What follows belongs to an exercise in optimizing a design on an open flow for small area and few clock cycles per item; a production flow would make more cautious choices.
Only simulation tests tie the RTL to the original design; equivalence was not proved.

[flow/config.mk]
export PLATFORM = sky130hd
export DESIGN_NAME = cordic_pipe
export DESIGN_NICKNAME = cordic_pipe
export VERILOG_FILES = /design/flow/design.v
export SDC_FILE = /design/flow/constraint.sdc
export NUM_CORES = 4
export LEC_CHECK = 0
export CAP_MARGIN = 20
export CORE_MARGIN = 2
export CORE_UTILIZATION = 40
export SLEW_MARGIN = 20
[flow/design.v]
module cordic_pipe #(
   parameter int DATA_W = 16,
   parameter int ITER   = 16
) (
   input  logic                     clk,
   input  logic                     rst_n,
   input  logic                     in_valid,
   output logic                     in_ready,
   input  logic                     in_mode,
   input  logic signed [DATA_W-1:0] x_in,
   input  logic signed [DATA_W-1:0] y_in,
   input  logic signed [DATA_W-1:0] z_in,
   output logic                     out_valid,
   input  logic                     out_ready,
   output logic signed [DATA_W+1:0] x_out,
   output logic signed [DATA_W+1:0] y_out,
   output logic signed [DATA_W-1:0] z_out
);
   localparam int XW = DATA_W + 2;
   localparam int NS = ITER + 1;
   localparam logic signed [DATA_W-1:0] C_QTR  = {2'b01, {(DATA_W-2){1'b0}}};
   localparam logic signed [DATA_W-1:0] C_HALF = {1'b1, {(DATA_W-1){1'b0}}};
   function automatic integer atan_lut(input integer i);
      case (i)
         0:  atan_lut = 8192;
         1:  atan_lut = 4836;
         2:  atan_lut = 2555;
         3:  atan_lut = 1297;
         4:  atan_lut = 651;
         5:  atan_lut = 326;
         6:  atan_lut = 163;
         7:  atan_lut = 81;
         8:  atan_lut = 41;
         9:  atan_lut = 20;
         10: atan_lut = 10;
         11: atan_lut = 5;
         12: atan_lut = 3;
         13: atan_lut = 1;
         14: atan_lut = 1;
         default: atan_lut = 0;
      endcase
   endfunction
   logic [NS-1:0]            r_vld;
   logic [ITER-1:0]          r_mode;
   logic signed [XW-1:0]     r_x [NS];
   logic signed [XW-1:0]     r_y [NS];
   logic signed [DATA_W-1:0] r_z [NS];
   logic signed [XW-1:0]     w_x_nx [NS];
   logic signed [XW-1:0]     w_y_nx [NS];
   logic signed [DATA_W-1:0] w_z_nx [NS];
   logic [NS-1:0]            w_ld;
   logic [NS-1:0]            w_vld_in;
   logic [ITER-1:0]          w_mode_in;
   generate
      for (genvar k = 0; k < NS; k++) begin : g_ld
         assign w_ld[k] = out_ready | ~(&r_vld[NS-1:k]);
      end
   endgenerate
   assign in_ready  = rst_n & w_ld[0];
   assign w_vld_in  = {r_vld[NS-2:0], in_valid};
   assign w_mode_in = {r_mode[ITER-2:0], in_mode};
   logic signed [XW-1:0] w_xe;
   logic signed [XW-1:0] w_ye;
   logic                 w_rot_q1;
   logic                 w_rot_q2;
   logic                 w_vec_neg;
   assign w_xe      = {{2{x_in[DATA_W-1]}}, x_in};
   assign w_ye      = {{2{y_in[DATA_W-1]}}, y_in};
   assign w_rot_q1  = ~in_mode & (z_in[DATA_W-1 -: 2] == 2'b01);
   assign w_rot_q2  = ~in_mode & (z_in[DATA_W-1 -: 2] == 2'b10);
   assign w_vec_neg = in_mode & x_in[DATA_W-1];
   assign w_x_nx[0] = w_rot_q1 ? -w_ye : w_rot_q2 ? w_ye  : w_vec_neg ? -w_xe : w_xe;
   assign w_y_nx[0] = w_rot_q1 ? w_xe  : w_rot_q2 ? -w_xe : w_vec_neg ? -w_ye : w_ye;
   assign w_z_nx[0] = w_rot_q1 ? z_in - C_QTR :
                      w_rot_q2 ? z_in + C_QTR :
                      w_vec_neg ? z_in + C_HALF : z_in;
   generate
      for (genvar g = 0; g < ITER; g++) begin : g_rot
         localparam logic signed [DATA_W-1:0] C_ATAN = atan_lut(g);
         logic w_d;
         assign w_d = r_mode[g] ? r_y[g][XW-1] : ~r_z[g][DATA_W-1];
         assign w_x_nx[g+1] = w_d ? r_x[g] - (r_y[g] >>> g) : r_x[g] + (r_y[g] >>> g);
         assign w_y_nx[g+1] = w_d ? r_y[g] + (r_x[g] >>> g) : r_y[g] - (r_x[g] >>> g);
         assign w_z_nx[g+1] = w_d ? r_z[g] - C_ATAN : r_z[g] + C_ATAN;
      end
   endgenerate
   always_ff @(posedge clk or negedge rst_n) begin
      if (!rst_n) begin
         r_vld  <= '0;
         r_mode <= '0;
         for (int k = 0; k < NS; k++) begin
            r_x[k] <= '0;
            r_y[k] <= '0;
            r_z[k] <= '0;
         end
      end else begin
         for (int k = 0; k < NS; k++) begin
            if (w_ld[k]) begin
               r_vld[k] <= w_vld_in[k];
               r_x[k]   <= w_x_nx[k];
               r_y[k]   <= w_y_nx[k];
               r_z[k]   <= w_z_nx[k];
            end
         end
         for (int k = 0; k < ITER; k++) begin
            if (w_ld[k]) r_mode[k] <= w_mode_in[k];
         end
      end
   end
   assign out_valid = r_vld[NS-1];
   assign x_out     = r_x[NS-1];
   assign y_out     = r_y[NS-1];
   assign z_out     = r_z[NS-1];
endmodule
[flow/constraint.sdc]
create_clock -name core_clock -period 4.5 [get_ports {clk}]
set_input_delay 0.9000 -clock core_clock [delete_from_list [all_inputs] [get_ports {clk}]]
set_output_delay 0.9000 -clock core_clock [all_outputs]
set_load 0.01 [all_outputs]
[flow/run.sh]
#!/bin/bash
# synth_recipe.tcl (not shown) runs the flow's synth.tcl, then flattens the netlist and writes it again
# the make line also repeats each setting of config.mk as NAME=value (left out here)
make -C /OpenROAD-flow-scripts/flow DESIGN_CONFIG=/design/flow/config.mk WORK_HOME=/design/flow/orfs CLKGATE_MAP_FILE= SYNTH_SCRIPT=/design/flow/synth_recipe.tcl finish
==> metrics.md <==
| Metric | Value |
|---|---|
| Critical Path RT | ~3.6 ns |
| Main synth FF type | dfrtp_1 |
| Buf/Inv on CP | 2 |
| Clk pin slew, worst setup/hold paths | 0.06 ns |
| Layout cells sized above 1 | under 10% |
| Max Freq | approximately 230 MHz |
| First-pass GRT wire length | around 330,000 um |
| CP Max Fanout | 5 |
| Delay-heaviest family, CP | simple AND/OR/NAND/NOR gates |
| Die Span X | about 440 um |
| Pre-antenna DRT Iters | 6 |
| Max Transition Viols Final | 0 |
| DRT antenna net count | 0 |
| Outcome | finished clean |
| Fill count | 18,368 |
| Initial Util | ~40% |
| Final Hold Viols | 0 |
| Largest net degree at the start of global routing | 147 |
| Hold/Removal Path Class | input pin to async pin |
| Max cap viols | 0 |
| Remaining Overflow, GRT | 0 |
| Period minus WS final | between 4 and 5 ns |
| Drt total wl | a little over 200,000 um |
| Residual DRC | 0 |
| Final Skew | roughly 0.029 ns |
| FF+latch count, synth | between 900 and 1,000 |
| Vias | 62,889 |
| CP max-delay cell | clkdlybuf4s50_1 |
| CP Data Arrival Time | approximately 3.4 ns |
| Most common cell in the netlist | nand2_1 |
| Die Ht | between 400 and 500 um |
| Tot GR Track Use | 21.1% |
| Async set-reset flop share out of synthesis | 100% |
| Inserted Clock Buffers | around 110 |
| Dpl cell area | roughly 80,000 um2 |
| Syn Inst Count | around 8,900 |
| CTS sink cnt | 916 |
| GP Congestion | 0.903 |
| Die ar. | about 190,000 um2 |
| CTS root buffer | clkbuf_16 |
| Vias in the first global route | slightly above 60,000 |
| Setup violators final | 0 |
| Post-synthesis cell type count | 93 |
| CTS tree | yes |
| Nets@finish | ~9,900 |
| Max incr delay on CP | between 0.5 and 0.6 ns |
| Avg Synthesized Cell Area | about 8.3 um2 |
| CP startpoint kind | input pin |
| Largest cells by area after synthesis | dfrtp_1, ha_1, a21oi_1 |
| RSZ-0062 raised after global routing | false |
| Commonest cells in the netlist | nand2_1, a21oi_1, dfrtp_1 |
| Sequential area share after synthesis | a little under a third |
| Period utilisation layout | between 90% and 100% |
| Cell accounting for the most synthesized area | dfrtp_1 |
| Design area | around 83,000 um2 |
| Setup TNS | 0 ns |
| Syn. warnings | 7 |
| CP Class | input pin to output pin |
| PortBufs | approximately 110 |
| CTS H-tree depth | 3 |
| Post-CTS Hold Fix Bufs | 0 |
| Core area | about 190,000 um2 |
| Top cell type's share of synthesized area | 30.8% |
| Vias per inst | 5.43 |
| Worst-Skew Late Latency | 0.77 ns |
| EDFF count, synth | 0 |
| Worst rel slew slack | about 34% |
| Initial antenna violation count | 0 |
| Starting DRT DRC Count | ~3,900 |
| HPWL Detailed | approximately 160,000 um |
| Mapped Nets | just under 10,000 |
| Netlist Area Pre-Place | around 74,000 um2 |
| Post-CTS setup buffers | 0 |
| Area grow syn2layout | 11.0% |
| Critical-path cell list | clkdlybuf4s50_1 > nor2b_4 > and3_2 > nand3_2 > nor4_4 > and3_2 > nor2b_1 > clkdlybuf4s50_1 |
| Worst Setup End Kind | output pin |
| Rows | around 160 |
| Critical path origin | out_ready |
| CTS max path bufs | 3 |
| Reg-to-reg startpoint | r_mode[5]$_DFFE_PN0P_ |
| Routed wire length per instance | approximately 18 um |
| IO Pins | 107 |
| Worst-margin pin slew | a little under 1 ns |
[path summary, 6_finish.rpt]
kind / endpoint / slack, ns / depth (start not counted)
worst max-delay path: in_ready / 0.19 / 8
worst min register to register: r_z[1][0]$_DFFE_PN0P_ / 0.47 / 2
worst min-delay path: r_y[11][5]$_DFFE_PN0P_ / 0.33 / 2
max in group asynchronous: r_z[2][0]$_DFFE_PN0P_ / 2.73 / 3
min in group core_clock: r_z[1][0]$_DFFE_PN0P_ / 0.47 / 2
worst max register to register: r_y[6][16]$_DFFE_PN0P_ / 0.38 / 14
[state kept, by name, indices dropped and copies added, names as in the netlist]
register  cells
r_vld        17
r_z         272
r_mode       16
r_y         305
r_x         306
[through the flow]
step / setup WS [ns] / hold WS, ns / std cells / utilization (%)
5_1_grt: 0.102 / 0.344 / 11580 / 44.6
3_5_place_dp: 0.242 / 0.458 / 11372 / 42.5
2_1_floorplan: 0.513 / 0.434 / 8947 / -
3_3_place_gp: 0.211 / 0.450 / 11372 / 42.5
6_report: 0.191 / 0.327 / 11581 / 44.6
4_1_cts: 0.220 / 0.299 / 11580 / 44.6
[cell usage in the layout (no fill, tap or decap), drive strengths merged, types with 15 or more instances in the layout]
| cell | instances |
|---|---|
| nand2 | 1172 |
| a221oi | 19 |
| a21boi | 21 |
| clkbuf | 143 |
| nor4 | 37 |
| or4 | 26 |
| nor3 | 145 |
| nor2b | 105 |
| xnor2 | 523 |
| or3 | 54 |
| inv | 371 |
| o21bai | 79 |
| o41ai | 23 |
| fa | 48 |
| a211oi | 63 |
| a21oi | 946 |
| nand2b | 176 |
| a31oi | 70 |
| and3 | 39 |
| dfrtp | 916 |
| o21ai | 899 |
| or2 | 28 |
| nor2 | 701 |
| clkinv | 43 |
| ha | 823 |
| xor2 | 417 |
| mux2i | 41 |
| clkdlybuf4s50 | 105 |
| o22ai | 18 |
| a21o | 305 |
| buf | 139 |
| and2 | 23 |
| nand3 | 101 |
| o211ai | 29 |
| mux2 | 35 |
| o31ai | 69 |
| o21a | 92 |
| bufinv | 15 |
| nand4 | 29 |
[layer usage]
| metal | GRT usage, % | part of all wire (%) | vias up |
|---|---|---|---|
| li1 | - | - | 31617 |
| met1 | 29.5 | 48 | 29821 |
| met2 | 34.5 | 46 | 1199 |
| met3 | 2.60 | 4.4 | 252 |
| met4 | 4.98 | 2.0 | 0 |
| met5 | 0 | 0 | - |
[area by class of cell]
| cell class | count | area [um2] | share of cell area, % |
|---|---|---|---|
| clock inverter | 65 | 860 | 1.04 |
| tap | 2480 | 3100 | 3.76 |
| sequential | 916 | 22900 | 27.8 |
| multi-input combinational | 7362 | 49000 | 59.3 |
| antenna | 1 | 2.50 | 0.00303 |
| inverter | 370 | 1390 | 1.68 |
| clock buffer | 143 | 3070 | 3.72 |
| timing repair buffer | 244 | 2240 | 2.71 |
[cells by family (layout without fill, tap and decap cells)]
logic type               after synthesis  count (layout)  share of synthesized area (%)
XOR/XNOR                             940             940                           11.1
other                                  0               1                              0
AO/OA/AOI/OAI                       2795            2795                           22.3
flip-flops                           916             916                           30.8
adder cells (fa/ha/maj)              871             871                           15.1
AND/OR/NAND/NOR                     2680            2680                           16.1
multiplexers                          76              76                           1.08
buffers and inverters                669             822                           3.44
[what timing repair did]
action	4_1_cts	5_1_grt
resized for setup	0	1
setup endpoints to repair	0	1
endpoints found under the hold margin	0	0
Testbench counts, summed over its fixed seeds: cycles 16,136, items 16,000.

[separate check: timing with driven ports]
In the flow no input, the clock included, has a driving cell. The finished layout below was timed again as built, in two steps.
Step 1 assumes that a clkbuf_16 drives the clock port and a buf_2 every other input.
Step 2 times the ports against the registers' clock, not the clock port: input delays grow and output delays shrink by t, the midpoint of the rising clock arrivals with the driver on.
Three values: ideal ports, drivers, drivers and shift; two values: the first two.
t (ns): 0.849
setup slack, ns: 0.191 / 0.159 / 0.159
slew at the worst register clock pin (ns): 0.07 / 0.07
pins driven straight from the clock port: 1
After both steps this run still meets setup and hold. For this run, drivers alone change the setup slack by -0.032 ns; drivers and shift together by -0.032 ns.
